Context: an optimization exercise on an open-source flow, tuned for small area, a short achievable clock period and few clock cycles per item. The choices shown serve that exercise and are no tape-out recipe. Power figures rest on the tool's default switching activity, not on a simulated workload.

==> inputs of run H <==
==> flow/design.v <==
`default_nettype none
package frgbe_pkg;
   localparam logic [62:0] BlackThreshold = 63'h3E112E0BE826D695;
   localparam logic [10:0] OverflowExp = 11'd1150;
   function automatic logic [7:0] exp_byte(input logic [7:0] e);
      logic [7:0] r;
      logic c;
      r[0] = e[0];
      r[1] = !e[1];
      c = e[1];
      for (int k = 2; k < 7; k++) begin
         r[k] = e[k] ^ c;
         c = c & e[k];
      end
      r[7] = !(e[7] ^ c);
      exp_byte = r;
   endfunction
endpackage
`default_nettype wire
`default_nettype none
module frgbe_max
(
   input  wire logic [63:0] in_bits,
   output logic [10:0]      out_exp,
   output logic             out_valid,
   output logic             out_below,
   output logic             out_inf,
   output logic             out_over
);
   logic ones, frac_nz;
   always_comb begin
      ones = &in_bits[62:52];
      frac_nz = |in_bits[51:0];
      out_exp = in_bits[62:52];
      out_valid = !in_bits[63] && !ones;
      out_inf = !in_bits[63] && ones && !frac_nz;
      out_over = out_valid && (in_bits[62:52] >= frgbe_pkg::OverflowExp);
      out_below = in_bits[63] || (ones && frac_nz) ||
                  (in_bits[62:0] < frgbe_pkg::BlackThreshold);
   end
endmodule
`default_nettype wire
`default_nettype none
module frgbe_scale
(
   input  wire logic [10:0] e0, e1, e2,
   input  wire logic [6:0]  f0, f1, f2,
   input  wire logic        v0, v1, v2,
   input  wire logic        black,
   input  wire logic        over,
   output logic [31:0]      out_word
);
   logic [11:0] d01, d02, d12;
   logic sel0, sel1, sel2;
   logic [2:0] n01, n02, n12;
   logic z0, z1, z2;
   logic [7:0] m0, m1, m2, eb;
   function automatic logic ge8(input logic [11:0] d);
      ge8 = !d[11] && (d[10:3] != 8'd0);
   endfunction
   function automatic logic le8n(input logic [11:0] d);
      le8n = d[11] && ((d[10:3] != 8'hFF) || (d[2:0] == 3'd0));
   endfunction
   always_comb begin
      d01 = {1'b0, e0} - {1'b0, e1};
      d02 = {1'b0, e0} - {1'b0, e2};
      d12 = {1'b0, e1} - {1'b0, e2};
      n01 = 3'd0 - d01[2:0];
      n02 = 3'd0 - d02[2:0];
      n12 = 3'd0 - d12[2:0];
      sel0 = v0 && (!d01[11] || !v1) && (!d02[11] || !v2);
      sel1 = !sel0 && v1 && (!d12[11] || !v2);
      sel2 = !sel0 && !sel1;
      z0 = !v0 || (sel1 && le8n(d01)) || (sel2 && le8n(d02));
      m0 = sel1 ? {1'b1, f0} >> n01 : (sel2 ? {1'b1, f0} >> n02 : {1'b1, f0});
      z1 = !v1 || (sel0 && ge8(d01)) || (sel2 && le8n(d12));
      m1 = sel0 ? {1'b1, f1} >> d01[2:0] : (sel2 ? {1'b1, f1} >> n12 : {1'b1, f1});
      z2 = !v2 || (sel0 && ge8(d02)) || (sel1 && ge8(d12));
      m2 = sel0 ? {1'b1, f2} >> d02[2:0] : (sel1 ? {1'b1, f2} >> d12[2:0] : {1'b1, f2});
      eb = sel0 ? frgbe_pkg::exp_byte(e0[7:0]) :
           (sel1 ? frgbe_pkg::exp_byte(e1[7:0]) : frgbe_pkg::exp_byte(e2[7:0]));
      if (black) out_word = '0;
      else if (over) out_word = '1;
      else out_word = {eb, z2 ? 8'd0 : m2, z1 ? 8'd0 : m1, z0 ? 8'd0 : m0};
   end
endmodule
`default_nettype wire
`default_nettype none
module float_to_rgbe_encode
(
   input  wire logic         clock,
   input  wire logic         reset,
   input  wire logic         req_tvalid,
   output logic              req_tready,
   input  wire logic [191:0] req_tdata,   
   output logic              rsp_tvalid,
   input  wire logic         rsp_tready,
   output logic [31:0]       rsp_tdata    
);
   logic adv, v1_ff, v2_ff;
   logic [31:0] w_ff, w_in;
   logic [10:0] e0, e1, e2, e0_ff, e1_ff, e2_ff;
   logic [6:0] f0_ff, f1_ff, f2_ff;
   logic v0, v1, v2, b0, b1, b2, i0, i1, i2, o0, o1, o2;
   logic ok0_ff, ok1_ff, ok2_ff, black_ff, over_ff;
   frgbe_max u_c0 (.in_bits(req_tdata[63:0]), .out_exp(e0), .out_valid(v0),
                   .out_below(b0), .out_inf(i0), .out_over(o0));
   frgbe_max u_c1 (.in_bits(req_tdata[127:64]), .out_exp(e1), .out_valid(v1),
                   .out_below(b1), .out_inf(i1), .out_over(o1));
   frgbe_max u_c2 (.in_bits(req_tdata[191:128]), .out_exp(e2), .out_valid(v2),
                   .out_below(b2), .out_inf(i2), .out_over(o2));
   frgbe_scale u_scale (.e0(e0_ff), .e1(e1_ff), .e2(e2_ff), .f0(f0_ff), .f1(f1_ff), .f2(f2_ff),
                        .v0(ok0_ff), .v1(ok1_ff), .v2(ok2_ff), .black(black_ff), .over(over_ff),
                        .out_word(w_in));
   assign adv = !v2_ff || rsp_tready;
   assign req_tready = adv;
   always_ff @(posedge clock) begin
      if (reset) begin
         v1_ff <= 1'b0;
         v2_ff <= 1'b0;
      end else if (adv) begin
         v1_ff <= req_tvalid;
         v2_ff <= v1_ff;
      end
      if (adv) begin
         e0_ff <= e0;
         e1_ff <= e1;
         e2_ff <= e2;
         f0_ff <= req_tdata[51:45];
         f1_ff <= req_tdata[115:109];
         f2_ff <= req_tdata[179:173];
         ok0_ff <= v0;
         ok1_ff <= v1;
         ok2_ff <= v2;
         black_ff <= b0 && b1 && b2;
         over_ff <= i0 || i1 || i2 || o0 || o1 || o2;
         w_ff <= w_in;
      end
   end
   assign rsp_tvalid = v2_ff;
   assign rsp_tdata = w_ff;
endmodule
`default_nettype wire
==> flow/flow/run.sh <==
#!/bin/bash
# Standard layout, except that the port buffers are the smallest buffer cell
# instead of the delay buffer buffer_ports picks by default. Each tool's full
# output lands in the ORFS logs under orfs/logs; make's own output in make.log.
set -euo pipefail
export BUFFER_PORTS_ARGS="-buffer_cell sky130_fd_sc_hd__buf_1"
bash standard.sh > make.log 2>&1
==> flow/standard.sh <==
#!/bin/bash
# synth_recipe.tcl (not shown) runs the flow's synth.tcl, then flattens the netlist and writes it again
# the make line also repeats each setting of config.mk as NAME=value (left out here)
make -C /OpenROAD-flow-scripts/flow DESIGN_CONFIG=/design/flow/config.mk WORK_HOME=/design/flow/orfs CLKGATE_MAP_FILE= SYNTH_SCRIPT=/design/flow/synth_recipe.tcl "${@:-finish}"
==> flow/config.mk <==
export PLATFORM = sky130hd
export DESIGN_NAME = float_to_rgbe_encode
export DESIGN_NICKNAME = float_to_rgbe_encode
export VERILOG_FILES = /design/flow/design.v
export SDC_FILE = /design/flow/constraint.sdc
export NUM_CORES = 4
export LEC_CHECK = 0
export CAP_MARGIN = 20
export CORE_MARGIN = 2
export CORE_UTILIZATION = 40
export SLEW_MARGIN = 20
==> flow/constraint.sdc <==
create_clock -name core_clock -period 6.3 [get_ports {clock}]
set_input_delay 1.2600 -clock core_clock [delete_from_list [all_inputs] [get_ports {clock}]]
set_output_delay 1.2600 -clock core_clock [all_outputs]
set_load 0.01 [all_outputs]
==> run M: changes against run H <==
==> flow/design.v (replaced) <==
`default_nettype none
package frgbe_pkg;
   localparam logic [62:0] BlackThreshold = 63'h3E112E0BE826D695;
   localparam logic [10:0] OverflowExp = 11'd1150;
   localparam logic [10:0] ExpBase = 11'd984;
   function automatic logic [7:0] exp_byte(input logic [7:0] e);
      logic [7:0] r;
      logic [8:0] c;
      localparam logic [7:0] K = 8'd90;
      c[0] = 1'b0;
      for (int k = 0; k < 8; k++) begin
         if (K[k]) begin
            r[k] = ~(e[k] ^ c[k]);
            c[k + 1] = e[k] | c[k];
         end else begin
            r[k] = e[k] ^ c[k];
            c[k + 1] = e[k] & c[k];
         end
      end
      exp_byte = r;
   endfunction
endpackage
`default_nettype wire
`default_nettype none
module frgbe_max
(
   input  wire logic [63:0] in_bits,
   output logic [7:0]       out_exp,
   output logic             out_below,
   output logic             out_inf,
   output logic             out_over
);
   logic ones, frac_nz, valid;
   logic [10:0] off;
   always_comb begin
      ones = &in_bits[62:52];
      frac_nz = |in_bits[51:0];
      valid = !in_bits[63] && !ones;
      off = in_bits[62:52] - frgbe_pkg::ExpBase;
      out_exp = (valid && in_bits[62:52] > frgbe_pkg::ExpBase) ? off[7:0] : 8'd0;
      out_inf = !in_bits[63] && ones && !frac_nz;
      out_over = valid && (in_bits[62:52] >= frgbe_pkg::OverflowExp);
      out_below = in_bits[63] || (ones && frac_nz) ||
                  (in_bits[62:0] < frgbe_pkg::BlackThreshold);
   end
endmodule
`default_nettype wire
`default_nettype none
module frgbe_scale
(
   input  wire logic [7:0]  e0, e1, e2,
   input  wire logic [6:0]  f0, f1, f2,
   input  wire logic        black,
   input  wire logic        over,
   output logic [31:0]      out_word
);
   logic [8:0] d01, d02, d12;
   logic sel0, sel1, sel2;
   logic [2:0] n01, n02, n12;
   logic z0, z1, z2;
   logic [7:0] m0, m1, m2, eb;
   function automatic logic ge8(input logic [8:0] d);
      ge8 = !d[8] && (d[7:3] != 5'd0);
   endfunction
   function automatic logic le8n(input logic [8:0] d);
      le8n = d[8] && ((d[7:3] != 5'h1F) || (d[2:0] == 3'd0));
   endfunction
   always_comb begin
      d01 = {1'b0, e0} - {1'b0, e1};
      d02 = {1'b0, e0} - {1'b0, e2};
      d12 = {1'b0, e1} - {1'b0, e2};
      n01 = 3'd0 - d01[2:0];
      n02 = 3'd0 - d02[2:0];
      n12 = 3'd0 - d12[2:0];
      sel0 = !d01[8] && !d02[8];
      sel1 = !sel0 && !d12[8];
      sel2 = !sel0 && !sel1;
      z0 = (sel1 && le8n(d01)) || (sel2 && le8n(d02));
      z1 = (sel0 && ge8(d01)) || (sel2 && le8n(d12));
      z2 = (sel0 && ge8(d02)) || (sel1 && ge8(d12));
      m0 = sel1 ? {1'b1, f0} >> n01 : (sel2 ? {1'b1, f0} >> n02 : {1'b1, f0});
      m1 = sel0 ? {1'b1, f1} >> d01[2:0] : (sel2 ? {1'b1, f1} >> n12 : {1'b1, f1});
      m2 = sel0 ? {1'b1, f2} >> d02[2:0] : (sel1 ? {1'b1, f2} >> d12[2:0] : {1'b1, f2});
      eb = sel0 ? frgbe_pkg::exp_byte(e0) :
           (sel1 ? frgbe_pkg::exp_byte(e1) : frgbe_pkg::exp_byte(e2));
      if (black) out_word = '0;
      else if (over) out_word = '1;
      else out_word = {eb, z2 ? 8'd0 : m2, z1 ? 8'd0 : m1, z0 ? 8'd0 : m0};
   end
endmodule
`default_nettype wire
`default_nettype none
module float_to_rgbe_encode
(
   input  wire logic         clock,
   input  wire logic         reset,
   input  wire logic         req_tvalid,
   output logic              req_tready,
   input  wire logic [191:0] req_tdata,   
   output logic              rsp_tvalid,
   input  wire logic         rsp_tready,
   output logic [31:0]       rsp_tdata    
);
   logic adv, v1_ff, v2_ff;
   logic [31:0] w_ff, w_in;
   logic [7:0] e0, e1, e2, e0_ff, e1_ff, e2_ff;
   logic [6:0] f0_ff, f1_ff, f2_ff;
   logic b0, b1, b2, i0, i1, i2, o0, o1, o2;
   logic black_ff, over_ff;
   frgbe_max u_c0 (.in_bits(req_tdata[63:0]), .out_exp(e0),
                   .out_below(b0), .out_inf(i0), .out_over(o0));
   frgbe_max u_c1 (.in_bits(req_tdata[127:64]), .out_exp(e1),
                   .out_below(b1), .out_inf(i1), .out_over(o1));
   frgbe_max u_c2 (.in_bits(req_tdata[191:128]), .out_exp(e2),
                   .out_below(b2), .out_inf(i2), .out_over(o2));
   frgbe_scale u_scale (.e0(e0_ff), .e1(e1_ff), .e2(e2_ff), .f0(f0_ff), .f1(f1_ff), .f2(f2_ff),
                        .black(black_ff), .over(over_ff), .out_word(w_in));
   assign adv = !v2_ff || rsp_tready;
   assign req_tready = adv;
   always_ff @(posedge clock) begin
      if (reset) begin
         v1_ff <= 1'b0;
         v2_ff <= 1'b0;
      end else if (adv) begin
         v1_ff <= req_tvalid;
         v2_ff <= v1_ff;
      end
      if (adv) begin
         e0_ff <= e0;
         e1_ff <= e1;
         e2_ff <= e2;
         f0_ff <= req_tdata[51:45];
         f1_ff <= req_tdata[115:109];
         f2_ff <= req_tdata[179:173];
         black_ff <= b0 && b1 && b2;
         over_ff <= i0 || i1 || i2 || o0 || o1 || o2;
         w_ff <= w_in;
      end
   end
   assign rsp_tvalid = v2_ff;
   assign rsp_tdata = w_ff;
endmodule
`default_nettype wire
ABC_AREA = 1   (was default)
SETUP_SLACK_MARGIN = 3.5   (was default)
==> notes <==
- Die area: run H is lower than run M (about 8%).
- Final area: run M is higher than run H (about 14%).
- Run H ran to the end with no violations. Run M finished clean.
- Against run H, the combinational power of run M is higher by about 80%.
- Sequential power: run H is higher than run M (about 12%).
- In run M the first-iteration DRC count is higher than in run H, by 2.4%.
==> figures <==
|  | run H | run M |
|---|---|---|
| Run status | complete, no violations | complete, no violations |
| Final Worst Setup Slack | 2210 ps | 3310 ps |
| Global routing met3 resource utilization | 3.62% | 3.41% |
| DP HPWL | 21300 um | 23200 um |
| R2r setup slk | 2210 ps | 3600 ps |
| Buffering stage count on the worst path with inverters included | 2 | 3 |
| Fill cell total of the finished layout | 1939 | 2307 |
| Die Y-Extent | 145 um | 152 um |
| Final non-clock buffer share | 9.43% | 10.5% |
| Synthesized Nets | 1106 | 1635 |
| Post-CTS resize count | 0 | 29 |
| Data required time at the worst endpoint | 6370 ps | 5040 ps |
No functional check of the RTL was part of any run of this note.

-- separate check: timing with driven ports --
How much do the figures lean on ideal ports? The routed layouts below were timed once more, with nothing changed but the port constraints. Step 1, drivers: a clkbuf_16 drives clock and a buf_2 each remaining input, both assumed. Step 2 moves the port delays by t, midway between the first and last clock arrival at a register: inputs arrive t later, outputs are due t later. That takes back most of the time a late clock gives input paths. a / b / c = no drivers / after step 1 / after step 2; a / b = the first two.
| run | t (ns) | setup slack, ns | worst hold slack (ns) |
|---|---|---|---|
| run H | 0.408 | 2.207 / 2.207 / 2.207 | 0.455 / 0.455 / 0.455 |
| run M | 0.394 | 3.314 / 3.275 / 3.268 | 0.472 / 0.472 / 0.472 |
After both steps every run listed still meets setup and hold. For run M, which loses most, drivers alone change the setup slack by -0.039 ns; drivers and shift together by -0.046 ns.
